This design comes from an exercise in tuning for small area, a short achievable clock period and few clock cycles per item on the open sky130 flow, not from production work.
The RTL was checked by simulation tests, not by an equivalence proof against the original design.
No activity file was given, so power comes from the tool's default toggle rates.

File: flow/design.v
package lc_pkg;
	localparam int LC_ADDR_W = 8;
	localparam int LC_DATA_W = 32;
	localparam int LC_RF_DATA_W = 24;
	localparam int LC_RF_DEPTH = 16;
	localparam int LC_RF_ADDR_W = 4;
	localparam int LC_MEM_DEPTH = 64;
	localparam int LC_MEM_ADDR_W = 6;
	localparam int LC_CNT_W = 8;
	localparam int LC_FUNC_W = 4;
	localparam logic [LC_FUNC_W-1:0] FUNC_RF_WR = 4'd0;
	localparam logic [LC_FUNC_W-1:0] FUNC_RF_RD = 4'd1;
	localparam logic [LC_FUNC_W-1:0] FUNC_MEM_WR = 4'd2;
	localparam logic [LC_FUNC_W-1:0] FUNC_MEM_RD = 4'd3;
	localparam logic IO_HOLD = 1'b1;
endpackage
`timescale 1ns/10ps
import lc_pkg::*;
module lc_word_counter
(
	input  logic                 clk,
	input  logic                 arst_n,
	input  logic                 cnt_load,
	input  logic [LC_ADDR_W-1:0] cnt_start,
	input  logic                 len_load,
	input  logic [LC_CNT_W-1:0]  cnt_len,
	input  logic                 cnt_step,
	input  logic                 len_step,
	output logic [LC_ADDR_W-1:0] cnt_addr,
	output logic [LC_CNT_W-1:0]  remain
);
	always_ff @(posedge clk or negedge arst_n)
	begin
		if (!arst_n)
			cnt_addr <= '0;
		else if (cnt_load)
			cnt_addr <= cnt_start;
		else if (cnt_step)
			cnt_addr <= cnt_addr + 1'b1;
	end
	always_ff @(posedge clk or negedge arst_n)
	begin
		if (!arst_n)
			remain <= '0;
		else if (len_load)
			remain <= cnt_len;
		else if (len_step)
			remain <= remain - 1'b1;
	end
endmodule
`timescale 1ns/10ps
import lc_pkg::*;
module lc_regfile
(
	input  logic                    clk,
	input  logic                    arst_n,
	input  logic                    rf_load,
	input  logic [LC_RF_ADDR_W-1:0] rf_waddr,
	input  logic [LC_RF_DATA_W-1:0] rf_wdata,
	input  logic [LC_RF_ADDR_W-1:0] rf_raddr,
	output logic [LC_RF_DATA_W-1:0] rf_rdata
);
	logic [LC_RF_DATA_W-1:0] regs [LC_RF_DEPTH];
	logic [LC_RF_DEPTH-1:0] valid;
	always_ff @(posedge clk or negedge arst_n)
	begin
		if (!arst_n)
			valid <= '0;
		else if (rf_load)
			valid[rf_waddr] <= 1'b1;
	end
	always_ff @(posedge clk)
	begin
		if (rf_load)
			regs[rf_waddr] <= rf_wdata;
	end
	assign rf_rdata = valid[rf_raddr] ? regs[rf_raddr] : '0;
endmodule
`timescale 1ns/10ps
import lc_pkg::*;
module lc_mem
(
	input  logic                     clk,
	input  logic                     mem_we,
	input  logic [LC_MEM_ADDR_W-1:0] mem_waddr,
	input  logic [LC_DATA_W-1:0]     mem_wdata,
	input  logic [LC_MEM_ADDR_W-1:0] mem_raddr,
	output logic [LC_DATA_W-1:0]     mem_rdata
);
	logic [LC_DATA_W-1:0] mem [LC_MEM_DEPTH];
	always_ff @(posedge clk)
	begin
		if (mem_we)
			mem[mem_waddr] <= mem_wdata;
	end
	assign mem_rdata = mem[mem_raddr];
endmodule
`timescale 1ns/10ps
import lc_pkg::*;
module lc_isolation
(
	input  logic                 lc_isolation,
	input  logic                 rx_ack_lc,
	input  logic [LC_ADDR_W-1:0] tx_addr_lc,
	input  logic [LC_DATA_W-1:0] tx_data_lc,
	input  logic                 tx_req_lc,
	input  logic                 tx_pend_lc,
	output logic                 rx_ack,
	output logic [LC_ADDR_W-1:0] tx_addr,
	output logic [LC_DATA_W-1:0] tx_data,
	output logic                 tx_req,
	output logic                 tx_pend
);
	logic hold;
	assign hold = (lc_isolation == IO_HOLD);
	assign rx_ack = rx_ack_lc & ~hold;
	assign tx_addr = tx_addr_lc & {LC_ADDR_W{~hold}};
	assign tx_data = tx_data_lc & {LC_DATA_W{~hold}};
	assign tx_req = tx_req_lc & ~hold;
	assign tx_pend = tx_pend_lc & ~hold;
endmodule
`timescale 1ns/10ps
import lc_pkg::*;
module lc_fsm
(
	input  logic                     clk,
	input  logic                     arst_n,
	input  logic [LC_ADDR_W-1:0]     rx_addr,
	input  logic [LC_DATA_W-1:0]     rx_data,
	input  logic                     rx_req,
	input  logic                     rx_pend,
	input  logic                     tx_ack,
	input  logic [LC_RF_DATA_W-1:0]  rf_rdata,
	input  logic [LC_DATA_W-1:0]     mem_rdata,
	input  logic [LC_ADDR_W-1:0]     cnt_addr,
	input  logic [LC_CNT_W-1:0]      remain,
	output logic                     rx_ack_lc,
	output logic [LC_ADDR_W-1:0]     tx_addr_lc,
	output logic [LC_DATA_W-1:0]     tx_data_lc,
	output logic                     tx_req_lc,
	output logic                     tx_pend_lc,
	output logic                     rf_load,
	output logic                     mem_we,
	output logic                     cnt_load,
	output logic [LC_ADDR_W-1:0]     cnt_start,
	output logic                     len_load,
	output logic                     cnt_step,
	output logic                     len_step
);
	logic [LC_FUNC_W-1:0] func;
	logic take;
	logic is_read;
	logic in_msg;
	logic rd_mem;
	logic tx_raise;
	logic tx_done;
	assign func = rx_addr[LC_FUNC_W-1:0];
	assign take = rx_req && !rx_ack_lc;
	assign is_read = (func == FUNC_RF_RD) || (func == FUNC_MEM_RD);
	assign tx_done = tx_req_lc && tx_ack;
	assign tx_raise = !tx_req_lc && !tx_ack && (remain != '0);
	always_ff @(posedge clk or negedge arst_n)
	begin
		if (!arst_n)
		begin
			rx_ack_lc <= 1'b0;
			tx_req_lc <= 1'b0;
			in_msg <= 1'b0;
		end
		else
		begin
			rx_ack_lc <= rx_req;
			if (take)
				in_msg <= rx_pend;
			if (tx_done)
				tx_req_lc <= 1'b0;
			else if (tx_raise)
				tx_req_lc <= 1'b1;
		end
	end
	always_ff @(posedge clk)
	begin
		if (take && is_read)
		begin
			tx_addr_lc <= rx_data[15:8];
			rd_mem <= func[1];
		end
		tx_pend_lc <= (remain != LC_CNT_W'(1));
		tx_data_lc <= rd_mem ? mem_rdata : {cnt_addr, rf_rdata};
	end
	assign rf_load = take && (func == FUNC_RF_WR);
	assign mem_we = take && (func == FUNC_MEM_WR) && in_msg;
	assign cnt_load = take && (is_read || (func == FUNC_MEM_WR && !in_msg));
	assign cnt_start = is_read ? rx_data[31:24] : rx_data[7:0];
	assign cnt_step = mem_we || tx_done;
	assign len_load = take && is_read;
	assign len_step = tx_done;
endmodule
`timescale 1ns/10ps
import lc_pkg::*;
module layer_ctrl_top
(
	input  logic                 clk,
	input  logic                 arst_n,
	input  logic                 lc_isolation,
	input  logic [LC_ADDR_W-1:0] rx_addr,
	input  logic [LC_DATA_W-1:0] rx_data,
	input  logic                 rx_req,
	input  logic                 rx_pend,
	output logic                 rx_ack,
	output logic [LC_ADDR_W-1:0] tx_addr,
	output logic [LC_DATA_W-1:0] tx_data,
	output logic                 tx_req,
	output logic                 tx_pend,
	input  logic                 tx_ack
);
	logic rx_ack_lc;
	logic [LC_ADDR_W-1:0] tx_addr_lc;
	logic [LC_DATA_W-1:0] tx_data_lc;
	logic tx_req_lc;
	logic tx_pend_lc;
	logic rf_load;
	logic [LC_RF_DATA_W-1:0] rf_rdata;
	logic mem_we;
	logic [LC_DATA_W-1:0] mem_rdata;
	logic cnt_load;
	logic [LC_ADDR_W-1:0] cnt_start;
	logic len_load;
	logic cnt_step;
	logic len_step;
	logic [LC_ADDR_W-1:0] cnt_addr;
	logic [LC_CNT_W-1:0] remain;
	lc_fsm u_fsm (
		.clk        (clk),
		.arst_n     (arst_n),
		.rx_addr    (rx_addr),
		.rx_data    (rx_data),
		.rx_req     (rx_req),
		.rx_pend    (rx_pend),
		.tx_ack     (tx_ack),
		.rf_rdata   (rf_rdata),
		.mem_rdata  (mem_rdata),
		.cnt_addr   (cnt_addr),
		.remain     (remain),
		.rx_ack_lc  (rx_ack_lc),
		.tx_addr_lc (tx_addr_lc),
		.tx_data_lc (tx_data_lc),
		.tx_req_lc  (tx_req_lc),
		.tx_pend_lc (tx_pend_lc),
		.rf_load    (rf_load),
		.mem_we     (mem_we),
		.cnt_load   (cnt_load),
		.cnt_start  (cnt_start),
		.len_load   (len_load),
		.cnt_step   (cnt_step),
		.len_step   (len_step)
	);
	lc_word_counter u_counter (
		.clk       (clk),
		.arst_n    (arst_n),
		.cnt_load  (cnt_load),
		.cnt_start (cnt_start),
		.len_load  (len_load),
		.cnt_len   (rx_data[23:16]),
		.cnt_step  (cnt_step),
		.len_step  (len_step),
		.cnt_addr  (cnt_addr),
		.remain    (remain)
	);
	lc_isolation u_isolation (
		.lc_isolation (lc_isolation),
		.rx_ack_lc    (rx_ack_lc),
		.tx_addr_lc   (tx_addr_lc),
		.tx_data_lc   (tx_data_lc),
		.tx_req_lc    (tx_req_lc),
		.tx_pend_lc   (tx_pend_lc),
		.rx_ack       (rx_ack),
		.tx_addr      (tx_addr),
		.tx_data      (tx_data),
		.tx_req       (tx_req),
		.tx_pend      (tx_pend)
	);
	lc_regfile u_regfile (
		.clk      (clk),
		.arst_n   (arst_n),
		.rf_load  (rf_load),
		.rf_waddr (rx_data[27:24]),
		.rf_wdata (rx_data[23:0]),
		.rf_raddr (cnt_addr[LC_RF_ADDR_W-1:0]),
		.rf_rdata (rf_rdata)
	);
	lc_mem u_mem (
		.clk       (clk),
		.mem_we    (mem_we),
		.mem_waddr (cnt_addr[LC_MEM_ADDR_W-1:0]),
		.mem_wdata (rx_data),
		.mem_raddr (cnt_addr[LC_MEM_ADDR_W-1:0]),
		.mem_rdata (mem_rdata)
	);
endmodule
File: flow/constraint.sdc
create_clock -name core_clock -period 5.0 [get_ports {clk}]
set_input_delay 1.0000 -clock core_clock [delete_from_list [all_inputs] [get_ports {clk}]]
set_output_delay 1.0000 -clock core_clock [all_outputs]
set_load 0.01 [all_outputs]
File: flow/run.sh
#!/bin/bash
# synth_recipe.tcl (not shown) runs the flow's synth.tcl, then flattens the netlist and writes it again
# the make line also repeats each setting of config.mk as NAME=value (left out here)
make -C /OpenROAD-flow-scripts/flow DESIGN_CONFIG=/design/flow/config.mk WORK_HOME=/design/flow/orfs CLKGATE_MAP_FILE= SYNTH_SCRIPT=/design/flow/synth_recipe.tcl finish
File: flow/config.mk
export PLATFORM = sky130hd
export DESIGN_NAME = layer_ctrl_top
export DESIGN_NICKNAME = layer_ctrl_top
export VERILOG_FILES = /design/flow/design.v
export SDC_FILE = /design/flow/constraint.sdc
export NUM_CORES = 4
export LEC_CHECK = 0
export CAP_MARGIN = 20
export CORE_MARGIN = 2
export CORE_UTILIZATION = 40
export SLEW_MARGIN = 20
==> results of run 1 <==
==> cells in the mapped netlist, types with 39 or more instances <==
library cell | n | area (µm²)
a21oi_1 | 74 | 370.4
a221oi_1 | 290 | 2540
a22o_1 | 107 | 937.2
a22oi_1 | 152 | 1141
a31oi_1 | 61 | 381.6
buf_2 | 151 | 755.7
buf_4 | 48 | 360.4
clkbuf_1 | 150 | 563.0
edfxtp_1 | 2441 | 73300
mux2_2 | 72 | 810.8
mux2i_1 | 472 | 4725
mux4_2 | 49 | 1104
nand2_1 | 115 | 431.7
nor2_1 | 190 | 713.2
nor2b_1 | 58 | 362.9
o21a_1 | 39 | 292.8
o21ai_0 | 143 | 715.7
o22a_1 | 101 | 884.6
o22ai_1 | 185 | 1157
==> cell families after synthesis <==
family	after synthesis	share of synthesized area
muxes	597	0.06975
AOI/OAI and AO/OA	1356	0.1055
buffers and inverters	408	0.02029
adders and majority gates	7	0.0009073
and+or+nand+nor	532	0.02764
DFF	2509	0.7753
xor gates and xnor gates	7	0.0006352
==> layer usage <==
layer / share of wire / vias up / track usage
li1: - / 23190 / -
met5: 0.00032 / - / 0
met4: 0.053 / 16 / 0.1192
met3: 0.098 / 631 / 0.04991
met1: 0.40 / 29500 / 0.3373
met2: 0.45 / 3054 / 0.3676
==> sequential cells by signal, indices dropped and copies added, names as in the netlist <==
name	cells
u_counter.cnt_addr	8
u_counter.remain	8
u_fsm.in_msg	1
u_fsm.rd_mem	1
u_fsm.rx_ack_lc	1
u_fsm.tx_addr_lc	8
u_fsm.tx_data_lc	32
u_fsm.tx_pend_lc	1
u_fsm.tx_req_lc	1
u_mem.mem	2048
u_regfile.regs	384
u_regfile.valid	16
==> where the power goes <==
part	internal, mW	switching [mW]
combinational	6.06	12.4
sequential	23.3	0.362
clock	11.5	7.94
==> worst max-delay path, cell delays in order, from the launching register on <==
cell	delay, ns
dfrtp_4	0.77
and3b_2	0.60
buf_4	0.42
a22o_1	0.31
o31ai_1	0.43
o2111ai_1	0.19
buf_4	0.21
nor4b_1	0.80
buf_4	0.28
o22ai_1	0.14
==> worst max path at each step <==
stage / slack [ns] / end / start / cells past startpoint
floorplan: 0.92 / u_regfile.regs[0][0] / rx_addr[3] / 5
finish: 0.54 / u_fsm.tx_data_lc[7] / u_counter.cnt_addr[2] / 9
global placement: 0.32 / u_mem.mem[6][14] / rx_addr[3] / 9
detailed placement: 0.39 / u_mem.mem[6][25] / rx_addr[3] / 9
CTS: 0.71 / u_fsm.tx_data_lc[7] / u_counter.cnt_addr[2] / 9
global route: 0.62 / u_fsm.tx_data_lc[7] / u_counter.cnt_addr[2] / 9
==> layout make-up <==
cell class / count / area, µm²
Inverter: 16 / 67.56
Clock inverter: 108 / 918.4
Clock buffer: 359 / 7555
Timing Repair Buffer: 465 / 4054
Sequential cell: 2509 / 74850
Tap cell: 3185 / 3985
Multi-Input combinational cell: 2499 / 20440
Fill cell: 20060 / 128400
Antenna cell: 21 / 52.55
==> summary.md, run 1 <==
| Metric | Value |
|---|---|
| Status | `no timing/DRC/antenna violations` |
| Netlist cell types | `80` |
| Hold Violations, Final | `0` |
| Vias in the first global route | `53,190` |
| Routed wire length | `305.4 mm` |
| IO buf count | `84` |
| Post-CTS Setup Bufs | `0` |
| Top FF cell, synth | `edfxtp_1` |
| Worst Path Class, Setup | `flip-flop to flip-flop` |
| Synth Instances | `5,416` |
| Post-CTS sizing | `0` |
| Peak VDD IR | `0.3603 mV` |
| Synth Cell Area | `96,530 µm²` |
| Register area share after synthesis | `0.7753` |
| Crit Path Max Fanout | `32` |
| Share of cells above drive strength 1 | `0.1706` |
| Non-filler cells, final | `9,162` |
| Setup TNS Final | `0 ns` |
| Crit path capture type | `flip-flop` |
| Worst r2r path cells | `9` |
| Most common cell after layout, fill and taps aside | `edfxtp_1` |
| R2R setup slack | `0.54 ns` |
| Min cycle time layout | `4.456 ns` |
| Total Power | `61.45 mW` |
| Clock Latency Late Sink | `0.93 ns` |
| CTS clock-pin slew for the worst setup and hold paths | `0.06 ns` |
| GPL Wtd Cong | `1.002` |
| Die width | `495.2 µm` |
| Slew @ Worst Pin | `1.208 ns` |
| DRT iter0 DRCs | `8,122` |
| Seq cells post-synth | `2,509` |
| Grt ovf | `0` |
| Post-layout util | `0.4658` |
| Worst Hold Class | `input pin to async pin` |
| Max-slew headroom | `0.1948` |
| LEAKAGE | `36.65 nW` |
| H-tree depth | `5` |
| HPWL Detailed | `184.2 mm` |
| Pwr per Cell Area | `549.1 nW/µm²` |
| Tcrit/Tclk final | `0.8912` |
| Syn avg cell area | `17.82 µm²` |
| WP data required | `5.69 ns` |
| # clock sinks | `2,509` |
| WP data arrival | `5.14 ns` |
| WL per Instance | `33.33 µm` |
| Hold buffer count at CTS | `0` |
| TritonCTS clock tree | `done` |
| Root Buffer | `clkbuf_16` |
| Clock buffer count from CTS | `279` |
| Max_cap viols | `0` |
| Reg-to-reg startpoint | `u_counter.cnt_addr[2]` |
| Post-synth EDFFs | `2,441` |
| Clk buf depth | `4` |
| Fin area | `111,900 µm²` |
| Die Ht | `495.2 µm` |
| Final slew viol count | `0` |
| Final ANT Viol Nets | `0` |
| Area grow syn2layout | `15.95%` |
| Initial Utilization | `0.4017` |
| NumNets Final | `5,823` |
| FF-to-FF End | `u_fsm.tx_data_lc[7]` |
| Vias/cell | `6.154` |
| RSZ-0062 raised after global routing | `no` |
| Clock Skews | `0.05634 ns` |
| DRC | `0` |
| Setup ws final | `0.5441 ns` |
| All-layer global routing usage | `0.2437` |
| Syn nets | `5,469` |
| Synthesis warning total | `4` |
| Die area | `245,300 µm²` |
| Placed cell count | `8,674` |
| # rows | `180` |
| Initial antenna violation count | `32` |
| Largest net degree at the start of global routing | `82` |
| Fmax | `224.4 MHz` |
| Most frequent cells in the layout | `edfxtp_1, mux2i_1, buf_4` |
| First-pass GRT wire length | `421.4 mm` |
| DR vias | `56,390` |
| Final setup fails | `0` |
| CP Launch Type | `flip-flop` |
| DR pass1 iterations | `6` |
| Pre-CTS WS | `0.3926 ns` |
| IO Count | `89` |
| Core Area | `240,300 µm²` |
| Area after DPL | `103,400 µm²` |
| Worst hold slack | `0.2352 ns` |
| Synth async-reset ratio | `0.01395` |
Testbench counts, summed over its fixed seeds: cycles 11,902, words 5,951.
==> run 2: changes to the inputs <==
--- a/flow/design.v
+++ b/flow/design.v
@@ -57,7 +57,7 @@
 	input  logic                    rf_load,
 	input  logic [LC_RF_ADDR_W-1:0] rf_waddr,
 	input  logic [LC_RF_DATA_W-1:0] rf_wdata,
-	input  logic [LC_RF_ADDR_W-1:0] rf_raddr,
+	input  logic [LC_RF_DEPTH-1:0]  rf_rsel,
 	output logic [LC_RF_DATA_W-1:0] rf_rdata
 );
 	logic [LC_RF_DATA_W-1:0] regs [LC_RF_DEPTH];
@@ -74,7 +74,12 @@
 		if (rf_load)
 			regs[rf_waddr] <= rf_wdata;
 	end
-	assign rf_rdata = valid[rf_raddr] ? regs[rf_raddr] : '0;
+	always_comb
+	begin
+		rf_rdata = '0;
+		for (int i = 0; i < LC_RF_DEPTH; i++)
+			rf_rdata = rf_rdata | (regs[i] & {LC_RF_DATA_W{rf_rsel[i] & valid[i]}});
+	end
 endmodule
 `timescale 1ns/10ps
 import lc_pkg::*;
@@ -84,7 +89,7 @@
 	input  logic                     mem_we,
 	input  logic [LC_MEM_ADDR_W-1:0] mem_waddr,
 	input  logic [LC_DATA_W-1:0]     mem_wdata,
-	input  logic [LC_MEM_ADDR_W-1:0] mem_raddr,
+	input  logic [LC_MEM_DEPTH-1:0]  mem_rsel,
 	output logic [LC_DATA_W-1:0]     mem_rdata
 );
 	logic [LC_DATA_W-1:0] mem [LC_MEM_DEPTH];
@@ -93,7 +98,12 @@
 		if (mem_we)
 			mem[mem_waddr] <= mem_wdata;
 	end
-	assign mem_rdata = mem[mem_raddr];
+	always_comb
+	begin
+		mem_rdata = '0;
+		for (int i = 0; i < LC_MEM_DEPTH; i++)
+			mem_rdata = mem_rdata | (mem[i] & {LC_DATA_W{mem_rsel[i]}});
+	end
 endmodule
 `timescale 1ns/10ps
 import lc_pkg::*;
@@ -134,11 +144,14 @@
 	input  logic [LC_DATA_W-1:0]     mem_rdata,
 	input  logic [LC_ADDR_W-1:0]     cnt_addr,
 	input  logic [LC_CNT_W-1:0]      remain,
+	output logic [LC_MEM_DEPTH-1:0]  mem_rsel,
+	output logic [LC_RF_DEPTH-1:0]   rf_rsel,
 	output logic                     rx_ack_lc,
 	output logic [LC_ADDR_W-1:0]     tx_addr_lc,
 	output logic [LC_DATA_W-1:0]     tx_data_lc,
 	output logic                     tx_req_lc,
 	output logic                     tx_pend_lc,
+	output logic [LC_DATA_W-1:0]     wr_word,
 	output logic                     rf_load,
 	output logic                     mem_we,
 	output logic                     cnt_load,
@@ -166,10 +179,14 @@
 			rx_ack_lc <= 1'b0;
 			tx_req_lc <= 1'b0;
 			in_msg <= 1'b0;
+			rf_load <= 1'b0;
+			mem_we <= 1'b0;
 		end
 		else
 		begin
 			rx_ack_lc <= rx_req;
+			rf_load <= take && (func == FUNC_RF_WR);
+			mem_we <= take && (func == FUNC_MEM_WR) && in_msg;
 			if (take)
 				in_msg <= rx_pend;
 			if (tx_done)
@@ -180,16 +197,22 @@
 	end
 	always_ff @(posedge clk)
 	begin
+		wr_word <= rx_data;
 		if (take && is_read)
 		begin
 			tx_addr_lc <= rx_data[15:8];
 			rd_mem <= func[1];
 		end
 		tx_pend_lc <= (remain != LC_CNT_W'(1));
-		tx_data_lc <= rd_mem ? mem_rdata : {cnt_addr, rf_rdata};
+		tx_data_lc <= mem_rdata | {cnt_addr & {LC_ADDR_W{!rd_mem}}, rf_rdata};
+	end
+	always_comb
+	begin
+		for (int i = 0; i < LC_MEM_DEPTH; i++)
+			mem_rsel[i] = rd_mem && (cnt_addr[LC_MEM_ADDR_W-1:0] == LC_MEM_ADDR_W'(i));
+		for (int i = 0; i < LC_RF_DEPTH; i++)
+			rf_rsel[i] = !rd_mem && (cnt_addr[LC_RF_ADDR_W-1:0] == LC_RF_ADDR_W'(i));
 	end
-	assign rf_load = take && (func == FUNC_RF_WR);
-	assign mem_we = take && (func == FUNC_MEM_WR) && in_msg;
 	assign cnt_load = take && (is_read || (func == FUNC_MEM_WR && !in_msg));
 	assign cnt_start = is_read ? rx_data[31:24] : rx_data[7:0];
 	assign cnt_step = mem_we || tx_done;
@@ -219,6 +242,7 @@
 	logic [LC_DATA_W-1:0] tx_data_lc;
 	logic tx_req_lc;
 	logic tx_pend_lc;
+	logic [LC_DATA_W-1:0] wr_word;
 	logic rf_load;
 	logic [LC_RF_DATA_W-1:0] rf_rdata;
 	logic mem_we;
@@ -230,6 +254,8 @@
 	logic len_step;
 	logic [LC_ADDR_W-1:0] cnt_addr;
 	logic [LC_CNT_W-1:0] remain;
+	logic [LC_MEM_DEPTH-1:0] mem_rsel;
+	logic [LC_RF_DEPTH-1:0] rf_rsel;
 	lc_fsm u_fsm (
 		.clk        (clk),
 		.arst_n     (arst_n),
@@ -242,11 +268,14 @@
 		.mem_rdata  (mem_rdata),
 		.cnt_addr   (cnt_addr),
 		.remain     (remain),
+		.mem_rsel   (mem_rsel),
+		.rf_rsel    (rf_rsel),
 		.rx_ack_lc  (rx_ack_lc),
 		.tx_addr_lc (tx_addr_lc),
 		.tx_data_lc (tx_data_lc),
 		.tx_req_lc  (tx_req_lc),
 		.tx_pend_lc (tx_pend_lc),
+		.wr_word    (wr_word),
 		.rf_load    (rf_load),
 		.mem_we     (mem_we),
 		.cnt_load   (cnt_load),
@@ -284,17 +313,17 @@
 		.clk      (clk),
 		.arst_n   (arst_n),
 		.rf_load  (rf_load),
-		.rf_waddr (rx_data[27:24]),
-		.rf_wdata (rx_data[23:0]),
-		.rf_raddr (cnt_addr[LC_RF_ADDR_W-1:0]),
+		.rf_waddr (wr_word[27:24]),
+		.rf_wdata (wr_word[23:0]),
+		.rf_rsel  (rf_rsel),
 		.rf_rdata (rf_rdata)
 	);
 	lc_mem u_mem (
 		.clk       (clk),
 		.mem_we    (mem_we),
 		.mem_waddr (cnt_addr[LC_MEM_ADDR_W-1:0]),
-		.mem_wdata (rx_data),
-		.mem_raddr (cnt_addr[LC_MEM_ADDR_W-1:0]),
+		.mem_wdata (wr_word),
+		.mem_rsel  (mem_rsel),
 		.mem_rdata (mem_rdata)
 	);
 endmodule
--- a/flow/config.mk
+++ b/flow/config.mk
@@ -7,5 +7,6 @@
 export LEC_CHECK = 0
 export CAP_MARGIN = 20
 export CORE_MARGIN = 2
-export CORE_UTILIZATION = 40
+export CORE_UTILIZATION = 60
+export SETUP_SLACK_MARGIN = 2.2
 export SLEW_MARGIN = 20
==> summary.md, run 2 <==
| Metric | Value |
|---|---|
| NumNets Final | `6,180 (+6.1%)` |
| Top cells by area, synth | `edfxtp_1, a22oi_1, dfxtp_1, a22o_1, and3_1` |
| Synth Cell Area | `92,800 µm² (-3.9%)` |
| # rows | `144 (-20%)` |
| WL per Instance | `54.96 µm (+65%)` |
| Max_cap viols | `0 (unchanged)` |
| Vias/cell | `8.314 (+35%)` |
| Reg-to-reg startpoint | `u_counter.cnt_addr[0]` |
| Clock buffer count from CTS | `241 (-14%)` |
| Peak VDD IR | `0.4274 mV (+19%)` |
| # clock sinks | `2,543 (+1.4%)` |
| Min cycle time layout | `3.431 ns (-1.025 ns)` |
| Sw frac | `0.2845 (-0.05165)` |
| Max-slew headroom | `0.04160 (-0.1532)` |
| Grt ovf | `0 (unchanged)` |
| LEAKAGE | `39.05 nW (+6.5%)` |
| Tcrit/Tclk final | `0.6861 (-0.2051)` |
| Synth async-reset ratio | `0.01455 (+0.0006000)` |
| Pre-CTS WS | `0.6813 ns (+0.2886 ns)` |
| Clk buf depth | `3 (-1)` |
| Largest register FFs | `2,048 (unchanged)` |
| H-tree depth | `4 (-1)` |
| Core Area | `153,900 µm² (-36%)` |
| Crit path capture type | `flip-flop` |
| Clock Latency Late Sink | `0.91 ns (-0.02 ns)` |
| Register area | `75,610 µm² (+1.0%)` |
| HPWL Detailed | `254.6 mm (+38%)` |
| CP startpoint | `u_counter.cnt_addr[0]` |
| Register area share after synthesis | `0.8139 (+0.03858)` |
| WP data arrival | `4.16 ns (-0.98 ns)` |
| Synthesis warning total | `4 (unchanged)` |
| Gate power share | `0.192 (-0.108)` |
| IO buf count | `84 (unchanged)` |
| DR pass1 iterations | `15 (+9)` |
| Die area | `157,800 µm² (-36%)` |
| Psw | `14.63 mW (-29%)` |
| CP Launch Type | `flip-flop` |
| Adder-cell share of the synthesized area | `0.001618 (+0.0007106)` |
| Top flop regs | `u_mem.mem x2048, u_regfile.regs x384` |
| Multi-input logic area | `20,060 µm² (-1.9%)` |
| Hold Violations, Final | `0 (unchanged)` |
| RSZ-0062 raised after global routing | `yes` |
| Initial antenna violation count | `56 (+75%)` |
| Fmax | `291.5 MHz (+30%)` |
| IO Count | `89 (unchanged)` |
| Worst Hold Class | `input pin to async pin` |
| Total Power | `51.43 mW (-16%)` |
| Post-synthesis xor/xnor area fraction | `0.001699 (+0.001064)` |
| Compound-gate portion of the synthesized area | `0.1031 (-0.002370)` |
| Most common cell after layout, fill and taps aside | `edfxtp_1` |
| Syn nets | `5,231 (-4.4%)` |
| CTS clock-pin slew for the worst setup and hold paths | `0.06 ns (about the same)` |
| Setup TNS Final | `0 ns (unchanged)` |
| Die width | `397.3 µm (-20%)` |
| Most common cell in the synthesized netlist | `edfxtp_1` |
| GPL Wtd Cong | `1.001 (-0.11%)` |
| Final slew viol count | `0 (unchanged)` |
| DRC | `0 (unchanged)` |
| Pwr per Cell Area | `440.8 nW/µm² (-20%)` |
| Worst Path Class, Setup | `flip-flop to flip-flop` |
| DRT iter0 DRCs | `17,820 (+120%)` |
| Biggest register | `u_mem.mem` |
| Routed wire length | `463.0 mm (+52%)` |
| Clock power frac | `0.345 (+0.029)` |
| Root Buffer | `clkbuf_16` |
| First-pass GRT wire length | `585.9 mm (+39%)` |
| Fin area | `116,700 µm² (+4.2%)` |
| Post-layout util | `0.7582 (+0.2925)` |
| All-layer global routing usage | `0.5825 (+0.3387)` |
| Yosys top cell by area | `edfxtp_1` |
| Status | `no timing/DRC/antenna violations` |
| Final ANT Viol Nets | `0 (unchanged)` |
| WP data required | `5.73 ns (+0.04 ns)` |
| Internal power | `36.80 mW (-9.8%)` |
| Synth Instances | `5,173 (-4.5%)` |
| Post-synth EDFFs | `2,441 (unchanged)` |
| Post-Synth Simple-Gate Area | `0.05989 (+0.03226)` |
| Top FF cell, synth | `edfxtp_1` |
| Most frequent cells in the layout | `edfxtp_1, a22oi_1, buf_4` |
| Largest net degree at the start of global routing | `81 (-1.2%)` |
| Top-area cell type share of the netlist area | `0.7899 (+0.03050)` |
| Area after DPL | `100,300 µm² (-3.0%)` |
| Syn avg cell area | `17.94 µm² (+0.65%)` |
| Multiplexer share of the synthesized area | `0.006081 (-0.06367)` |
| Clock Skews | `0.03448 ns (-0.02186 ns)` |
| Share of cells above drive strength 1 | `0.2908 (+0.1202)` |
| Main combinational cell family by area after synthesis | `compound AO/OA/AOI/OAI gates` |
| Die Ht | `397.3 µm (-20%)` |
| TritonCTS clock tree | `done` |
| Layout filler cell count | `8,764 (-56%)` |
| Area grow syn2layout | `25.72%` |
| Final setup fails | `0 (unchanged)` |
| Worst r2r path cells | `10 (+1)` |
| Initial Utilization | `0.6031 (+0.2014)` |
| Netlist cell types | `76 (-5.0%)` |
| Most common library cells after synthesis | `edfxtp_1, a22oi_1, clkbuf_1` |
| DR vias | `70,030 (+24%)` |
| Part of the power in registers | `0.464 (+0.079)` |
| Seq cells post-synth | `2,543 (+1.4%)` |
| Vias in the first global route | `61,090 (+15%)` |
| Hold buffer count at CTS | `0 (unchanged)` |
| Crit Path Max Fanout | `7 (-78%)` |
| Setup ws final | `1.569 ns (+1.025 ns)` |
| Slew @ Worst Pin | `1.424 ns (+0.2167 ns)` |
==> run 2: cell types whose count changed after synthesis, sizes merged, moves of 66 or more <==
cell / before / now
a22oi: 152 / 803
mux2i: 472 / 35
a221oi: 290 / 85
o22ai: 185 / 13
buf: 241 / 86
and3: 9 / 158
nand4: 9 / 148
o21ai: 143 / 20
o22a: 101 / 0
nand3: 16 / 89
nand2: 115 / 181
==> run 2: worst paths after layout <==
kind                                    endpoint  slack, ns
min                          u_counter.remain[1]       0.24
min in group core_clock       u_regfile.valid[1]       0.46
min reg2reg                   u_regfile.valid[1]       0.46
max reg2reg                 u_fsm.tx_data_lc[16]       1.57
max                         u_fsm.tx_data_lc[16]       1.57
max in group asynchronous  u_counter.cnt_addr[4]       4.08
==> run 2: cell families (layout without fill, tap and decap cells) <==
kind of cell    Yosys count  count (layout)
fa+ha+maj                12              12
xor+xnor                 18              18
compound gates         1228            1228
buf+inv                 302            1457
flops                  2543            2543
mux                      54              54
simple gates           1016            1019
other cells               0              49
==> run 2: layout make-up <==
| cell class | count | area share |
|---|---|---|
| Sequential cell | 2543 | 0.6481 |
| Multi-Input combinational cell | 2331 | 0.1719 |
| Timing Repair Buffer | 994 | 0.09233 |
| Clock buffer | 349 | 0.05770 |
| Tap cell | 2044 | 0.02192 |
| Clock inverter | 103 | 0.006542 |
| Antenna cell | 49 | 0.001051 |
| Inverter | 11 | 0.0004504 |
==> run 2: per-layer routing <==
metal	vias up	wire [µm]	global-route usage
li1	23550	-	-
met1	33930	135800	0.6866
met2	9582	176900	0.7344
met3	2883	97120	0.3646
met4	88	51290	0.4852
met5	-	1949	0.08354
==> run 2: power by group through the flow <==
| stage | logic [mW] | registers [mW] | clock network, mW |
|---|---|---|---|
| finish | 9.85 | 23.8 | 17.7 |
| global route | 9.46 | 23.8 | 18.3 |
| CTS | 8.36 | 23.8 | 17.5 |
| detailed placement | 6.19 | 24.4 | 0 |
| global placement | 6.14 | 24.4 | 0 |
| floorplan | 2.76 | 24.2 | 0 |
==> run 2: timing repair <==
item                                     CTS  global route
endpoints found under the setup margin  2076           480
pin swaps                                188           175
buffers inserted                         371            81
cloned                                    10             3
gates resized for setup                  670           261
==> run 2: per-stage QoR <==
step / cells / hold slack (ns)
final: 8424 / 0.2351
after global routing: 8381 / 0.2977
after CTS: 8290 / 0.2500
after detailed placement: 7457 / 0.4394
after global placement: 7452 / 0.4384
after floorplan: 5173 / 0.4198
==> run 2: worst max-delay path: stages, from the launching register on <==
cell and delay, ns:
dfrtp_2 0.48, inv_6 0.06, ha_4 0.23, nand4_4 0.18
buf_4 0.19, nor2_4 0.08, buf_4 0.19, a222oi_1 0.36
o211ai_1 0.45, nor4_4 0.85, nand4_1 0.17
Testbench counts of run 2, summed over its fixed seeds: cycles 11,902, words 5,951.
==> run 3: changes to the inputs <==
--- a/flow/design.v
+++ b/flow/design.v
@@ -27,16 +27,24 @@
 	input  logic                 cnt_step,
 	input  logic                 len_step,
 	output logic [LC_ADDR_W-1:0] cnt_addr,
+	output logic [LC_ADDR_W-1:0] cnt_next,
 	output logic [LC_CNT_W-1:0]  remain
 );
+	always_comb
+	begin
+		if (cnt_load)
+			cnt_next = cnt_start;
+		else if (cnt_step)
+			cnt_next = cnt_addr + 1'b1;
+		else
+			cnt_next = cnt_addr;
+	end
 	always_ff @(posedge clk or negedge arst_n)
 	begin
 		if (!arst_n)
 			cnt_addr <= '0;
-		else if (cnt_load)
-			cnt_addr <= cnt_start;
-		else if (cnt_step)
-			cnt_addr <= cnt_addr + 1'b1;
+		else
+			cnt_addr <= cnt_next;
 	end
 	always_ff @(posedge clk or negedge arst_n)
 	begin
@@ -143,6 +151,7 @@
 	input  logic [LC_RF_DATA_W-1:0]  rf_rdata,
 	input  logic [LC_DATA_W-1:0]     mem_rdata,
 	input  logic [LC_ADDR_W-1:0]     cnt_addr,
+	input  logic [LC_ADDR_W-1:0]     cnt_next,
 	input  logic [LC_CNT_W-1:0]      remain,
 	output logic [LC_MEM_DEPTH-1:0]  mem_rsel,
 	output logic [LC_RF_DEPTH-1:0]   rf_rsel,
@@ -165,6 +174,7 @@
 	logic is_read;
 	logic in_msg;
 	logic rd_mem;
+	logic rd_mem_next;
 	logic tx_raise;
 	logic tx_done;
 	assign func = rx_addr[LC_FUNC_W-1:0];
@@ -199,19 +209,18 @@
 	begin
 		wr_word <= rx_data;
 		if (take && is_read)
-		begin
 			tx_addr_lc <= rx_data[15:8];
-			rd_mem <= func[1];
-		end
+		rd_mem <= rd_mem_next;
 		tx_pend_lc <= (remain != LC_CNT_W'(1));
 		tx_data_lc <= mem_rdata | {cnt_addr & {LC_ADDR_W{!rd_mem}}, rf_rdata};
 	end
-	always_comb
+	assign rd_mem_next = (take && is_read) ? func[1] : rd_mem;
+	always_ff @(posedge clk)
 	begin
 		for (int i = 0; i < LC_MEM_DEPTH; i++)
-			mem_rsel[i] = rd_mem && (cnt_addr[LC_MEM_ADDR_W-1:0] == LC_MEM_ADDR_W'(i));
+			mem_rsel[i] <= rd_mem_next && (cnt_next[LC_MEM_ADDR_W-1:0] == LC_MEM_ADDR_W'(i));
 		for (int i = 0; i < LC_RF_DEPTH; i++)
-			rf_rsel[i] = !rd_mem && (cnt_addr[LC_RF_ADDR_W-1:0] == LC_RF_ADDR_W'(i));
+			rf_rsel[i] <= !rd_mem_next && (cnt_next[LC_RF_ADDR_W-1:0] == LC_RF_ADDR_W'(i));
 	end
 	assign cnt_load = take && (is_read || (func == FUNC_MEM_WR && !in_msg));
 	assign cnt_start = is_read ? rx_data[31:24] : rx_data[7:0];
@@ -253,6 +262,7 @@
 	logic cnt_step;
 	logic len_step;
 	logic [LC_ADDR_W-1:0] cnt_addr;
+	logic [LC_ADDR_W-1:0] cnt_next;
 	logic [LC_CNT_W-1:0] remain;
 	logic [LC_MEM_DEPTH-1:0] mem_rsel;
 	logic [LC_RF_DEPTH-1:0] rf_rsel;
@@ -267,6 +277,7 @@
 		.rf_rdata   (rf_rdata),
 		.mem_rdata  (mem_rdata),
 		.cnt_addr   (cnt_addr),
+		.cnt_next   (cnt_next),
 		.remain     (remain),
 		.mem_rsel   (mem_rsel),
 		.rf_rsel    (rf_rsel),
@@ -294,6 +305,7 @@
 		.cnt_step  (cnt_step),
 		.len_step  (len_step),
 		.cnt_addr  (cnt_addr),
+		.cnt_next  (cnt_next),
 		.remain    (remain)
 	);
 	lc_isolation u_isolation (
--- a/flow/config.mk
+++ b/flow/config.mk
@@ -7,6 +7,7 @@
 export LEC_CHECK = 0
 export CAP_MARGIN = 20
 export CORE_MARGIN = 2
-export CORE_UTILIZATION = 60
-export SETUP_SLACK_MARGIN = 2.2
+export CORE_UTILIZATION = 45
+export SETUP_SLACK_MARGIN = 2.4
 export SLEW_MARGIN = 20
+export TNS_END_PERCENT = 5
==> summary.md, run 3 <==
| Metric | Value |
|---|---|
| Root Buffer | `clkbuf_16` |
| Sw frac | `0.2410 (-0.04353)` |
| Post-layout util | `0.5230 (-0.2352)` |
| Syn avg cell area | `18.88 µm² (+5.2%)` |
| Total Power | `47.20 mW (-8.2%)` |
| Syn nets | `4,952 (-5.3%)` |
| Die width | `457.3 µm (+15%)` |
| Die area | `209,100 µm² (+32%)` |
| Fin area | `106,900 µm² (-8.4%)` |
| Biggest register | `u_mem.mem` |
| Setup TNS Final | `0 ns (unchanged)` |
| Reg-to-reg startpoint | `u_counter.cnt_addr[4]` |
| DR pass1 iterations | `6 (-9)` |
| Most common cell in the synthesized netlist | `edfxtp_1` |
| Synth Cell Area | `92,460 µm² (-0.37%)` |
| Stages on worst setup path | `5 (-5)` |
| Vias in the first global route | `53,010 (-13%)` |
| Initial antenna violation count | `17 (-70%)` |
| Hold Violations, Final | `0 (unchanged)` |
| Top FF cell, synth | `edfxtp_1` |
| WP data required | `5.56 ns (-0.17 ns)` |
| IO buf count | `84 (unchanged)` |
| Slowest CP cell | `nor2_4` |
| All-layer global routing usage | `0.3275 (-0.2550)` |
| Max-slew headroom | `0.1669 (+0.1253)` |
| Top flop regs | `u_mem.mem x2048, u_regfile.regs x384, u_fsm.mem_rsel x64` |
| # rows | `166 (+15%)` |
| GPL Wtd Cong | `0.8799 (-12%)` |
| Gate power share | `0.080 (-0.112)` |
| NumNets Final | `5,320 (-14%)` |
| R2R setup slack | `1.65 ns (+0.08 ns)` |
| Max_cap viols | `0 (unchanged)` |
| First-pass GRT wire length | `460.9 mm (-21%)` |
| Share of cells above drive strength 1 | `0.1644 (-0.1264)` |
| H-tree depth | `5 (+1)` |
| Crit path cell chain | `inv_1, nor2_1, nand4_1, nor2_4, buf_4` |
| Worst r2r path cells | `5 (-5)` |
| CP endpoint | `u_mem.mem[53][11]` |
| FF-to-FF End | `u_mem.mem[53][11]` |
| Hold buffer count at CTS | `0 (unchanged)` |
| Largest register FFs | `2,048 (unchanged)` |
| Most frequent cells in the layout | `edfxtp_1, a22oi_1, clkbuf_16` |
| Top cells by area, synth | `edfxtp_1, a22oi_1, dfxtp_1, a221oi_1, a22o_1` |
| Routed wire length | `349.0 mm (-25%)` |
| Yosys top cell by area | `edfxtp_1` |
| Synthesis warning total | `4 (unchanged)` |
| Largest net degree at the start of global routing | `81 (unchanged)` |
| Most common library cells after synthesis | `edfxtp_1, a22oi_1, a221oi_1` |
| Clock Latency Late Sink | `0.94 ns (+0.03 ns)` |
| Psw | `11.38 mW (-22%)` |
| Grt ovf | `0 (unchanged)` |
| IO Count | `89 (unchanged)` |
| CP startpoint | `u_counter.cnt_addr[4]` |
| DR vias | `57,030 (-19%)` |
| Clock power frac | `0.398 (+0.053)` |
| Area grow syn2layout | `15.62%` |
| Synth async-reset ratio | `0.01411 (-0.0004438)` |
| Part of the power in registers | `0.522 (+0.058)` |
| DRC | `0 (unchanged)` |
| Clk buf depth | `4 (+1)` |
| Worst Path Class, Setup | `flip-flop to flip-flop` |
| Crit path capture type | `flip-flop` |
| Internal power | `35.82 mW (-2.6%)` |
| DRT iter0 DRCs | `11,600 (-35%)` |
| Seq cells post-synth | `2,623 (+3.1%)` |
| TritonCTS clock tree | `done` |
| Initial Utilization | `0.4524 (-0.1507)` |
| Synth Instances | `4,897 (-5.3%)` |
| Min cycle time layout | `3.350 ns (-0.08067 ns)` |
| LEAKAGE | `33.70 nW (-14%)` |
| Worst Hold Class | `input pin to async pin` |
| Status | `no timing/DRC/antenna violations` |
| Netlist cell types | `55 (-28%)` |
| CP Launch Type | `flip-flop` |
| CP peak stage delay | `1.08 ns (+0.23 ns)` |
| Final slew viol count | `0 (unchanged)` |
| HPWL Detailed | `195.7 mm (-23%)` |
| # clock sinks | `2,623 (+3.1%)` |
| Worst path buffer plus inverter count | `2 (-1)` |
| Most common cell after layout, fill and taps aside | `edfxtp_1` |
| Vias/cell | `7.003 (-16%)` |
| Final setup fails | `0 (unchanged)` |
| Peak VDD IR | `0.3766 mV (-12%)` |
| Area after DPL | `98,510 µm² (-1.8%)` |
| Slew @ Worst Pin | `1.247 ns (-0.1777 ns)` |
| Tcrit/Tclk final | `0.6700 (-0.01613)` |
| Clock Skews | `0.06674 ns (+0.03226 ns)` |
| RSZ-0062 raised after global routing | `yes` |
| Clock buffer count from CTS | `275 (+14%)` |
| WP data arrival | `3.91 ns (-0.25 ns)` |
| CP delay by family, top | `simple AND/OR/NAND/NOR gates` |
| CTS clock-pin slew for the worst setup and hold paths | `0.06 ns (about the same)` |
| Core Area | `204,400 µm² (+33%)` |
| Final ANT Viol Nets | `0 (unchanged)` |
| Post-synth EDFFs | `2,440 (-0.041%)` |
| Fmax | `298.5 MHz (+2.4%)` |
| Crit Path Max Fanout | `18 (+11)` |
| Top-area cell type share of the netlist area | `0.7925 (+0.002604)` |
| Pwr per Cell Area | `441.6 nW/µm² (+0.16%)` |
| WL per Instance | `42.85 µm (-22%)` |
| Die Ht | `457.3 µm (+15%)` |
| Register area share after synthesis | `0.8341 (+0.02023)` |
[run 3: cell types whose count changed after synthesis, sizes merged, moves of 48 or more]
| cell | change |
|---|---|
| a221oi | +197 |
| and3 | -158 |
| a22oi | -157 |
| a22o | +147 |
| nand2 | -115 |
| dfxtp | +81 |
| nand4 | +54 |
| a2111oi | -48 |
[run 3: what timing repair did]
action,4_1_cts,5_1_grt
setup endpoints to repair,1977,1887
cloned,2,0
gates resized for setup,189,32
pin swaps,4,10
setup buffers,8,18
[run 3: worst min path at each step]
stage               cells after the start           startpoint             endpoint  slack [ns]
global placement                        1   u_regfile.valid[1]   u_regfile.valid[1]        0.43
floorplan                               1  u_regfile.valid[10]  u_regfile.valid[10]        0.42
detailed placement                      1   u_regfile.valid[7]   u_regfile.valid[7]        0.44
finish                                  1               arst_n  u_counter.remain[7]        0.25
global route                            1               arst_n  u_counter.remain[4]        0.28
CTS                                     1               arst_n  u_counter.remain[2]        0.24
[run 3: power by group through the flow]
stage	combinational (mW)	clock (mW)	sequential, mW
CTS	3.63	18.8	24.6
global placement	3.62	0	25.1
finish	3.78	18.8	24.6
detailed placement	3.64	0	25.1
global route	3.85	19.6	24.6
floorplan	1.53	0	24.9
[run 3: area by class of cell]
type	instances	area [µm²]
clock inverters	85	506.7
clock buffers	366	7493
fillers	16080	97480
repair buffers	360	3229
diodes	17	42.54
multi-input cells	1986	14910
flip-flops and latches	2623	77270
inverters	19	76.32
well taps	2688	3363
[run 3: layer usage]
layer	global-route usage	vias up	routed length (µm)
met4	0.1754	10	22070
met2	0.4750	5265	149700
met5	0.006429	-	275
met3	0.1008	1054	52350
li1	-	21350	-
met1	0.4428	29350	124600
[run 3: cell families after synthesis]
| kind of cell | Yosys count | share of synthesized area |
|---|---|---|
| flops | 2623 | 0.8341 |
| compound gates | 1263 | 0.1097 |
| simple gates | 683 | 0.03926 |
| buf+inv | 288 | 0.01236 |
| xor+xnor | 16 | 0.001516 |
| mux | 15 | 0.001813 |
| fa+ha+maj | 9 | 0.001218 |
[run 3: metrics by stage]
stage,hold slack [ns],instances,setup WS [ns]
3_5_place_dp,0.4366,7647,1.350
4_1_cts,0.2380,8108,1.701
2_1_floorplan,0.4197,4897,1.709
5_1_grt,0.2832,8130,1.745
6_report,0.2504,8144,1.650
3_3_place_gp,0.4314,7646,1.371
Testbench counts of run 3, summed over its fixed seeds: cycles 11,902, words 5,951.
==> run 4: changes to the inputs <==
==> flow/flow/run.sh (new file) <==
#!/bin/bash
# The standard layout, with the isolation input and every output port placed
# together on the die's edge, so that the isolation clamp's net stays short.
set -euo pipefail
export PLACE_PINS_ARGS="-group_pins {lc_isolation rx_ack tx_req tx_pend tx_addr[0] tx_addr[1] tx_addr[2] tx_addr[3] tx_addr[4] tx_addr[5] tx_addr[6] tx_addr[7] tx_data[0] tx_data[1] tx_data[2] tx_data[3] tx_data[4] tx_data[5] tx_data[6] tx_data[7] tx_data[8] tx_data[9] tx_data[10] tx_data[11] tx_data[12] tx_data[13] tx_data[14] tx_data[15] tx_data[16] tx_data[17] tx_data[18] tx_data[19] tx_data[20] tx_data[21] tx_data[22] tx_data[23] tx_data[24] tx_data[25] tx_data[26] tx_data[27] tx_data[28] tx_data[29] tx_data[30] tx_data[31]}"
bash standard.sh > standard.log 2>&1
==> flow/standard.sh (new file) <==
#!/bin/bash
# synth_recipe.tcl (not shown) runs the flow's synth.tcl, then flattens the netlist and writes it again
# the make line also repeats each setting of config.mk as NAME=value (left out here)
make -C /OpenROAD-flow-scripts/flow DESIGN_CONFIG=/design/flow/config.mk WORK_HOME=/design/flow/orfs CLKGATE_MAP_FILE= SYNTH_SCRIPT=/design/flow/synth_recipe.tcl "${@:-finish}"
removed: flow/run.sh
==> summary.md, run 4 <==
| Metric | Value |
|---|---|
| Max_cap viols | `0 (unchanged)` |
| Area grow syn2layout | `15.64% (about the same)` |
| GPL Wtd Cong | `0.9039 (+2.7%)` |
| Crit path capture type | `flip-flop` |
| Most common cell after layout, fill and taps aside | `edfxtp_1` |
| Clock buffer count from CTS | `241 (-12%)` |
| Most common cell in the synthesized netlist | `edfxtp_1` |
| Synth async-reset ratio | `0.01411 (unchanged)` |
| HPWL Detailed | `202.2 mm (+3.3%)` |
| IO Count | `89 (unchanged)` |
| WP data arrival | `4.07 ns (+0.16 ns)` |
| Pre-CTS WS | `1.357 ns (+0.007440 ns)` |
| Top FF cell, synth | `edfxtp_1` |
| Top-area cell type share of the netlist area | `0.7925 (unchanged)` |
| Crit Path Max Fanout | `14 (-4)` |
| Syn avg cell area | `18.88 µm² (unchanged)` |
| WL per Instance | `42.30 µm (-1.3%)` |
| Largest register FFs | `2,048 (unchanged)` |
| Clk buf depth | `3 (-1)` |
| Register area share after synthesis | `0.8341 (unchanged)` |
| TritonCTS clock tree | `done` |
| Die Ht | `457.3 µm (unchanged)` |
| Most frequent cells in the layout | `edfxtp_1, a22oi_1, a221oi_1` |
| Root Buffer | `clkbuf_16` |
| DRT iter0 DRCs | `11,090 (-4.4%)` |
| All-layer global routing usage | `0.3253 (-0.002154)` |
| RSZ-0062 raised after global routing | `yes` |
| Initial Utilization | `0.4524 (unchanged)` |
| Worst Hold Class | `input pin to async pin` |
| Syn nets | `4,952 (unchanged)` |
| Status | `no timing/DRC/antenna violations` |
| IO buf count | `84 (unchanged)` |
| WP data required | `5.72 ns (+0.16 ns)` |
| Tcrit/Tclk final | `0.6699 (about the same)` |
| Synth Instances | `4,897 (unchanged)` |
| Post-synth EDFFs | `2,440 (unchanged)` |
| First-pass GRT wire length | `458.3 mm (-0.57%)` |
| Synth Cell Area | `92,460 µm² (unchanged)` |
| Psw | `11.55 mW (+1.5%)` |
| # clock sinks | `2,623 (unchanged)` |
| # rows | `166 (unchanged)` |
| Top flop regs | `u_mem.mem x2048, u_regfile.regs x384, u_fsm.mem_rsel x64` |
| Vias/cell | `6.941 (-0.88%)` |
| Slew @ Worst Pin | `1.290 ns (+0.04350 ns)` |
| Yosys top cell by area | `edfxtp_1` |
| Worst Path Class, Setup | `flip-flop to flip-flop` |
| Netlist cell types | `55 (unchanged)` |
| Clock Latency Late Sink | `0.91 ns (-0.03 ns)` |
| Fmax | `298.5 MHz (about the same)` |
| Share of cells above drive strength 1 | `0.1630 (-0.001331)` |
| Core Area | `204,400 µm² (unchanged)` |
| DRC | `0 (unchanged)` |
| Min cycle time layout | `3.350 ns (-0.0001800 ns)` |
| Vias in the first global route | `52,530 (-0.91%)` |
| Sw frac | `0.2470 (+0.006012)` |
| Pwr per Cell Area | `437.2 nW/µm² (-0.99%)` |
| Initial antenna violation count | `24 (+7)` |
| Setup ws final | `1.650 ns (+0.0001800 ns)` |
| Final ANT Viol Nets | `0 (unchanged)` |
| LEAKAGE | `33.62 nW (-0.22%)` |
| H-tree depth | `4 (-1)` |
| DR pass1 iterations | `8 (+2)` |
| Clock Skews | `0.03501 ns (-0.03174 ns)` |
| DR vias | `56,860 (-0.31%)` |
| Most common library cells after synthesis | `edfxtp_1, a22oi_1, a221oi_1` |
| Worst hold slack | `0.2447 ns (-0.005645 ns)` |
| Post-layout util | `0.5231 (about the same)` |
| Routed wire length | `346.4 mm (-0.72%)` |
| Biggest register | `u_mem.mem` |
| CP Launch Type | `flip-flop` |
| Die width | `457.3 µm (unchanged)` |
| NumNets Final | `5,316 (-0.075%)` |
| Max-slew headroom | `0.1398 (-0.02703)` |
| Internal power | `35.20 mW (-1.8%)` |
| Die area | `209,100 µm² (unchanged)` |
| Hold buffer count at CTS | `0 (unchanged)` |
| Final slew viol count | `0 (unchanged)` |
| Gate power share | `0.087 (+0.007)` |
| Top cells by area, synth | `edfxtp_1, a22oi_1, dfxtp_1, a221oi_1, a22o_1` |
| Clock power frac | `0.384 (-0.014)` |
| Largest net degree at the start of global routing | `81 (unchanged)` |
| Seq cells post-synth | `2,623 (unchanged)` |
| Worst r2r path cells | `5 (unchanged)` |
| Peak VDD IR | `0.4257 mV (+13%)` |
| Final setup fails | `0 (unchanged)` |
| Grt ovf | `0 (unchanged)` |
| Part of the power in registers | `0.529 (+0.007)` |
| Hold Violations, Final | `0 (unchanged)` |
| Synthesis warning total | `4 (unchanged)` |
| CTS clock-pin slew for the worst setup and hold paths | `0.06 ns (about the same)` |
| Setup TNS Final | `0 ns (unchanged)` |
-- run 4: cell counts after synthesis --
No cell type changed its count.
-- run 4: worst paths after layout --
kind / end / slack (ns) / startpoint
min: u_counter.remain[2] / 0.24 / arst_n
max: u_fsm.tx_data_lc[6] / 1.65 / u_fsm.mem_rsel[17]
max in group asynchronous: u_fsm.rx_ack_lc / 4.00 / arst_n
min reg2reg: u_regfile.valid[15] / 0.45 / u_regfile.valid[15]
max reg2reg: u_fsm.tx_data_lc[6] / 1.65 / u_fsm.mem_rsel[17]
min in group core_clock: u_regfile.valid[15] / 0.45 / u_regfile.valid[15]
-- run 4: cell families after synthesis --
group,after synthesis,synth area share
XOR/XNOR,16,0.001516
AND/OR/NAND/NOR,683,0.03926
adder cells (fa/ha/maj),9,0.001218
flip-flops,2623,0.8341
buffers and inverters,288,0.01236
AO/OA/AOI/OAI,1263,0.1097
multiplexers,15,0.001813
-- run 4: worst max-delay path, cell delays in order, from the launching register on --
cell	delay [ns]
dfxtp_2	0.52
a22o_1	0.30
a221oi_1	0.75
nand4_1	0.50
nor4_1	0.80
nand2_1	0.24
-- run 4: stage by stage --
step	cell area, µm²	power [mW]	std cells
2_1_floorplan	92490	26.46	4897
3_3_place_gp	98700	29.00	7665
3_5_place_dp	98730	29.03	7667
4_1_cts	106600	46.55	8136
5_1_grt	106900	47.58	8170
6_report	106900	46.74	8191
-- run 4: layout make-up --
class,instances,area [µm²]
clock buffer,329,6842
sequential,2623,77260
inverter,19,80.08
tap,2688,3363
multi-input combinational,1986,14900
clock inverter,118,810.8
timing repair buffer,390,3565
antenna,38,95.09
fill,16180,97460
-- run 4: per-layer routing --
layer	track usage	share of wire	vias to the layer above
met4	0.1917	0.069	4
met1	0.4375	0.36	29480
met5	0	0.000075	-
met3	0.09570	0.14	935
met2	0.4706	0.43	5057
li1	-	-	21380
-- run 4: power by group through the flow --
| stage | clock, mW | sequential [mW] | combinational [mW] |
|---|---|---|---|
| 6_report | 18.0 | 24.7 | 4.08 |
| 3_3_place_gp | 0 | 25.1 | 3.87 |
| 3_5_place_dp | 0 | 25.1 | 3.90 |
| 5_1_grt | 18.8 | 24.7 | 4.12 |
| 4_1_cts | 18.0 | 24.7 | 3.92 |
| 2_1_floorplan | 0 | 24.9 | 1.53 |
-- run 4: timing repair --
item | CTS | global route
endpoints found under the setup margin | 2092 | 2201
resized for setup | 15 | 9
pin swaps | 6 | 7
buffers inserted | 22 | 17
endpoints found under the hold margin | 0 | 0
==> run 5: changes to the inputs <==
--- a/flow/design.v
+++ b/flow/design.v
@@ -95,22 +95,25 @@
 (
 	input  logic                     clk,
 	input  logic                     mem_we,
-	input  logic [LC_MEM_ADDR_W-1:0] mem_waddr,
+	input  logic [LC_MEM_DEPTH-1:0]  mem_ptr,
 	input  logic [LC_DATA_W-1:0]     mem_wdata,
-	input  logic [LC_MEM_DEPTH-1:0]  mem_rsel,
+	input  logic                     mem_ren,
 	output logic [LC_DATA_W-1:0]     mem_rdata
 );
 	logic [LC_DATA_W-1:0] mem [LC_MEM_DEPTH];
+	logic [LC_DATA_W-1:0] rd;
 	always_ff @(posedge clk)
 	begin
-		if (mem_we)
-			mem[mem_waddr] <= mem_wdata;
+		for (int i = 0; i < LC_MEM_DEPTH; i++)
+			if (mem_we && mem_ptr[i])
+				mem[i] <= mem_wdata;
 	end
 	always_comb
 	begin
-		mem_rdata = '0;
+		rd = '0;
 		for (int i = 0; i < LC_MEM_DEPTH; i++)
-			mem_rdata = mem_rdata | (mem[i] & {LC_DATA_W{mem_rsel[i]}});
+			rd = rd | (mem[i] & {LC_DATA_W{mem_ptr[i]}});
+		mem_rdata = rd & {LC_DATA_W{mem_ren}};
 	end
 endmodule
 `timescale 1ns/10ps
@@ -153,7 +156,8 @@
 	input  logic [LC_ADDR_W-1:0]     cnt_addr,
 	input  logic [LC_ADDR_W-1:0]     cnt_next,
 	input  logic [LC_CNT_W-1:0]      remain,
-	output logic [LC_MEM_DEPTH-1:0]  mem_rsel,
+	output logic [LC_MEM_DEPTH-1:0]  mem_ptr,
+	output logic                     mem_ren,
 	output logic [LC_RF_DEPTH-1:0]   rf_rsel,
 	output logic                     rx_ack_lc,
 	output logic [LC_ADDR_W-1:0]     tx_addr_lc,
@@ -218,10 +222,11 @@
 	always_ff @(posedge clk)
 	begin
 		for (int i = 0; i < LC_MEM_DEPTH; i++)
-			mem_rsel[i] <= rd_mem_next && (cnt_next[LC_MEM_ADDR_W-1:0] == LC_MEM_ADDR_W'(i));
+			mem_ptr[i] <= (cnt_next[LC_MEM_ADDR_W-1:0] == LC_MEM_ADDR_W'(i));
 		for (int i = 0; i < LC_RF_DEPTH; i++)
 			rf_rsel[i] <= !rd_mem_next && (cnt_next[LC_RF_ADDR_W-1:0] == LC_RF_ADDR_W'(i));
 	end
+	assign mem_ren = rd_mem;
 	assign cnt_load = take && (is_read || (func == FUNC_MEM_WR && !in_msg));
 	assign cnt_start = is_read ? rx_data[31:24] : rx_data[7:0];
 	assign cnt_step = mem_we || tx_done;
@@ -264,7 +269,8 @@
 	logic [LC_ADDR_W-1:0] cnt_addr;
 	logic [LC_ADDR_W-1:0] cnt_next;
 	logic [LC_CNT_W-1:0] remain;
-	logic [LC_MEM_DEPTH-1:0] mem_rsel;
+	logic [LC_MEM_DEPTH-1:0] mem_ptr;
+	logic mem_ren;
 	logic [LC_RF_DEPTH-1:0] rf_rsel;
 	lc_fsm u_fsm (
 		.clk        (clk),
@@ -279,7 +285,8 @@
 		.cnt_addr   (cnt_addr),
 		.cnt_next   (cnt_next),
 		.remain     (remain),
-		.mem_rsel   (mem_rsel),
+		.mem_ptr    (mem_ptr),
+		.mem_ren    (mem_ren),
 		.rf_rsel    (rf_rsel),
 		.rx_ack_lc  (rx_ack_lc),
 		.tx_addr_lc (tx_addr_lc),
@@ -333,9 +340,9 @@
 	lc_mem u_mem (
 		.clk       (clk),
 		.mem_we    (mem_we),
-		.mem_waddr (cnt_addr[LC_MEM_ADDR_W-1:0]),
+		.mem_ptr   (mem_ptr),
 		.mem_wdata (wr_word),
-		.mem_rsel  (mem_rsel),
+		.mem_ren   (mem_ren),
 		.mem_rdata (mem_rdata)
 	);
 endmodule
==> summary.md, run 5 <==
| Metric | Value |
|---|---|
| Status | `no timing/DRC/antenna violations` |
| Crit path capture type | `flip-flop` |
| GPL Wtd Cong | `0.8754 (-3.2%)` |
| Top FF cell, synth | `edfxtp_1` |
| Initial antenna violation count | `28 (+17%)` |
| Syn avg cell area | `19.32 µm² (+2.3%)` |
| DR pass1 iterations | `8 (unchanged)` |
| Final ANT Viol Nets | `0 (unchanged)` |
| Top Metal Used | `met5` |
| Setup TNS Final | `0 ns (unchanged)` |
| Post-layout util | `0.5280 (+0.004859)` |
| WL per Instance | `47.03 µm (+11%)` |
| Final setup fails | `0 (unchanged)` |
| Most common cell after layout, fill and taps aside | `edfxtp_1` |
| Syn nets | `4,854 (-2.0%)` |
| Routed met1 length | `130.6 mm (+6.0%)` |
| Synth Cell Area | `92,700 µm² (+0.27%)` |
| Non-filler cells, final | `8,084 (-1.3%)` |
| Slew @ Worst Pin | `1.277 ns (-0.01366 ns)` |
| Synth Instances | `4,799 (-2.0%)` |
| LEAKAGE | `34.81 nW (+3.5%)` |
| Root Buffer | `clkbuf_16` |
| Clk buf depth | `4 (+1)` |
| Clock Latency Late Sink | `0.95 ns (+0.04 ns)` |
| All-layer global routing usage | `0.3545 (+0.02918)` |
| Max-slew headroom | `0.1489 (+0.009105)` |
| DRT iter0 DRCs | `12,990 (+17%)` |
| Share of cells above drive strength 1 | `0.1853 (+0.02226)` |
| # rows | `166 (unchanged)` |
| Reg-to-reg startpoint | `u_fsm.mem_ptr[11]` |
| Most common library cells after synthesis | `edfxtp_1, a221oi_1, a22o_1` |
| Metal2 WL | `158.5 mm (+5.9%)` |
| Core Area | `204,800 µm² (+0.20%)` |
| IO Count | `89 (unchanged)` |
| Tcrit/Tclk final | `0.5804 (-0.08957)` |
| Die Ht | `457.9 µm (+0.13%)` |
| CP Launch Type | `flip-flop` |
| Post-synth EDFFs | `2,440 (unchanged)` |
| Worst Path Class, Setup | `flip-flop to flip-flop` |
| Max_cap viols | `0 (unchanged)` |
| Register area share after synthesis | `0.8319 (-0.002207)` |
| Yosys top cell by area | `edfxtp_1` |
| Most common cell in the synthesized netlist | `edfxtp_1` |
| WP data arrival | `3.70 ns (-0.37 ns)` |
| # clock sinks | `2,623 (unchanged)` |
| Pwr per Cell Area | `475.2 nW/µm² (+8.7%)` |
| Largest register FFs | `2,048 (unchanged)` |
| IO buf count | `84 (unchanged)` |
| Hold Violations, Final | `0 (unchanged)` |
| DRC | `0 (unchanged)` |
| Initial Utilization | `0.4527 (about the same)` |
| CP startpoint | `u_fsm.mem_ptr[11]` |
| Die width | `457.9 µm (+0.13%)` |
| Netlist cell types | `62 (+13%)` |
| Vias/cell | `7.302 (+5.2%)` |
| Layout filler cell count | `16,010 (-1.1%)` |
| Worst Hold Class | `input pin to async pin` |
| Biggest register | `u_mem.mem` |
| Seq cells post-synth | `2,623 (unchanged)` |
| Synthesis warning total | `5 (+1)` |
| HPWL Detailed | `200.4 mm (-0.91%)` |
| Clock buffer count from CTS | `281 (+17%)` |
| Detailed-routed wire length on met3 | `62.43 mm (+25%)` |
| NumNets Final | `5,260 (-1.1%)` |
| RSZ-0062 raised after global routing | `yes` |
| Clock Skews | `0.06764 ns (+0.03263 ns)` |
| Top cells by area, synth | `edfxtp_1, a221oi_1, a22o_1, dfxtp_1, a22oi_1` |
| Min cycle time layout | `2.902 ns (-0.4479 ns)` |
| Die area | `209,700 µm² (+0.26%)` |
| Grt ovf | `0 (unchanged)` |
| Routed wire length | `380.2 mm (+9.7%)` |
| CP peak stage delay | `0.68 ns (-0.12 ns)` |
| Crit Path Max Fanout | `13 (-1)` |
| Fmax | `344.6 MHz (+15%)` |
| CTS clock-pin slew for the worst setup and hold paths | `0.06 ns (about the same)` |
| Worst path buffer plus inverter count | `1 (+1)` |
| Crit path cell chain | `buf_4, a22o_1, a221oi_1, nand4_1, or4_1, a211o_1` |
| WP data required | `5.80 ns (+0.08 ns)` |
| CP delay by family, top | `compound AO/OA/AOI/OAI gates` |
| Fin area | `108,100 µm² (+1.1%)` |
| TritonCTS clock tree | `done` |
| Placed cell count | `7,536 (-1.7%)` |
| Vias in the first global route | `53,280 (+1.4%)` |
| Final slew viol count | `0 (unchanged)` |
| Area after DPL | `98,290 µm² (-0.44%)` |
| Largest net degree at the start of global routing | `81 (unchanged)` |
| Most frequent cells in the layout | `edfxtp_1, a22o_1, a221oi_1` |
| Peak VDD IR | `0.3391 mV (-20%)` |
| DR vias | `59,030 (+3.8%)` |
| Hold buffer count at CTS | `0 (unchanged)` |
| Slowest CP cell | `or4_1` |
| Top-area cell type share of the netlist area | `0.7904 (-0.002096)` |
| H-tree depth | `5 (+1)` |
| First-pass GRT wire length | `493.6 mm (+7.7%)` |
| Top flop regs | `u_mem.mem x2048, u_regfile.regs x384, u_fsm.mem_ptr x64` |
| Synth async-reset ratio | `0.01411 (unchanged)` |
| Area grow syn2layout | `16.64%` |
## run 5: worst register-to-register path, cell delays in order (launching register included)
cell,delay (ns)
dfxtp_2,0.56
buf_4,0.40
a22o_1,0.29
a221oi_1,0.27
nand4_1,0.19
or4_1,0.69
a211o_1,0.36
## run 5: final timing paths
| path | cells past startpoint | slack (ns) | end |
|---|---|---|---|
| setup / recovery | 6 | 2.10 | u_fsm.tx_data_lc[16] |
| hold / removal | 1 | 0.23 | u_counter.remain[7] |
| setup reg to reg | 6 | 2.10 | u_fsm.tx_data_lc[16] |
| hold reg to reg | 1 | 0.45 | u_regfile.valid[5] |
| max in group asynchronous | 1 | 4.04 | u_fsm.mem_we |
| min in group core_clock | 1 | 0.45 | u_regfile.valid[5] |
## run 5: power breakdown
| group | internal (mW) | leakage, nW | switching, mW | total [mW] |
|---|---|---|---|---|
| sequential | 24.3 | 23.6 | 0.728 | 25.0 |
| clock | 11.0 | 4.06 | 8.33 | 19.4 |
| combinational | 2.18 | 7.11 | 4.82 | 7.00 |
## run 5: timing repair
item / in CTS / in global routing
endpoints found under the hold margin: 0 / 0
endpoints found under the setup margin: 1343 / 510
pin swaps: 22 / 5
gates cloned: 7 / 4
setup buffers: 58 / 5
resized for setup: 395 / 21
## run 5: per-stage QoR
step	setup slack, ns	power [mW]	hold WS, ns
floorplan	2.395	27.66	0.4197
global placement	1.180	31.52	0.4312
detailed placement	1.213	31.53	0.4365
CTS	2.082	50.95	0.2415
global route	2.092	52.02	0.2852
finish	2.098	51.39	0.2306
## run 5: final cells by class
type                       instances  area, µm²  area share
sequential                      2623      77420      0.7160
multi-input combinational       1907      15220      0.1408
clock buffer                     362       7576     0.07007
timing repair buffer             385       3825     0.03537
tap                             2688       3363     0.03110
clock inverter                   102      669.4    0.006191
inverter                           7      26.28   0.0002430
antenna                           10      25.02   0.0002314
## run 5: routing by layer
metal  vias up  track usage
met2      6156       0.5000
met3      1363       0.1170
met1     30200       0.4764
li1      21290            -
met5         -            0
met4        20       0.2171
## run 5: kinds of logic (layout without fill, tap and decap cells)
kind of cell	count (synthesis)	in the layout	share of synthesized area
AOI/OAI and AO/OA	1303	1303	0.1188
muxes	11	11	0.001242
adders and majority gates	9	9	0.001215
and+or+nand+nor	564	571	0.03401
buffers and inverters	276	856	0.01162
other	0	10	0
xor gates and xnor gates	13	13	0.001228
DFF	2623	2623	0.8319
Testbench counts of run 5, summed over its fixed seeds: cycles 11,902, words 5,951.

[static timing again, ports no longer ideal]
The results above use ideal ports. As a check the final layouts listed here were re-extracted and re-timed, cells and wires unchanged. Step 1, drivers: a clkbuf_16 drives clk and a buf_2 each remaining input, both assumed. Step 2, shift: input delay + t, output delay - t, t = (earliest + latest rising clock arrival at the registers) / 2. This alone moves slack from input paths to output paths. Three values: no drivers, after step 1, after step 2; two values: the first two.
run	t, ns	slack for setup (ns)	slew at the worst register clock pin (ns)	worst data-port slew with drivers (ns)	pins driven straight from the clock port
run 1	0.980	0.544 / 0.544 / 0.309	0.06 / 0.06	0.16	1
run 2	0.987	1.569 / 1.569 / 1.569	0.07 / 0.07	0.16	1
run 3	1.010	1.650 / 1.650 / 1.300	0.07 / 0.07	0.39	1
run 4	0.988	1.650 / 1.650 / 1.345	0.07 / 0.07	0.04	1
run 5	1.021	2.098 / 2.098 / 1.158	0.07 / 0.07	0.15	1
After both steps setup and hold are still met in every run listed. For run 5, which loses most, drivers alone change the setup slack by 0.000 ns; drivers and shift together by -0.940 ns.
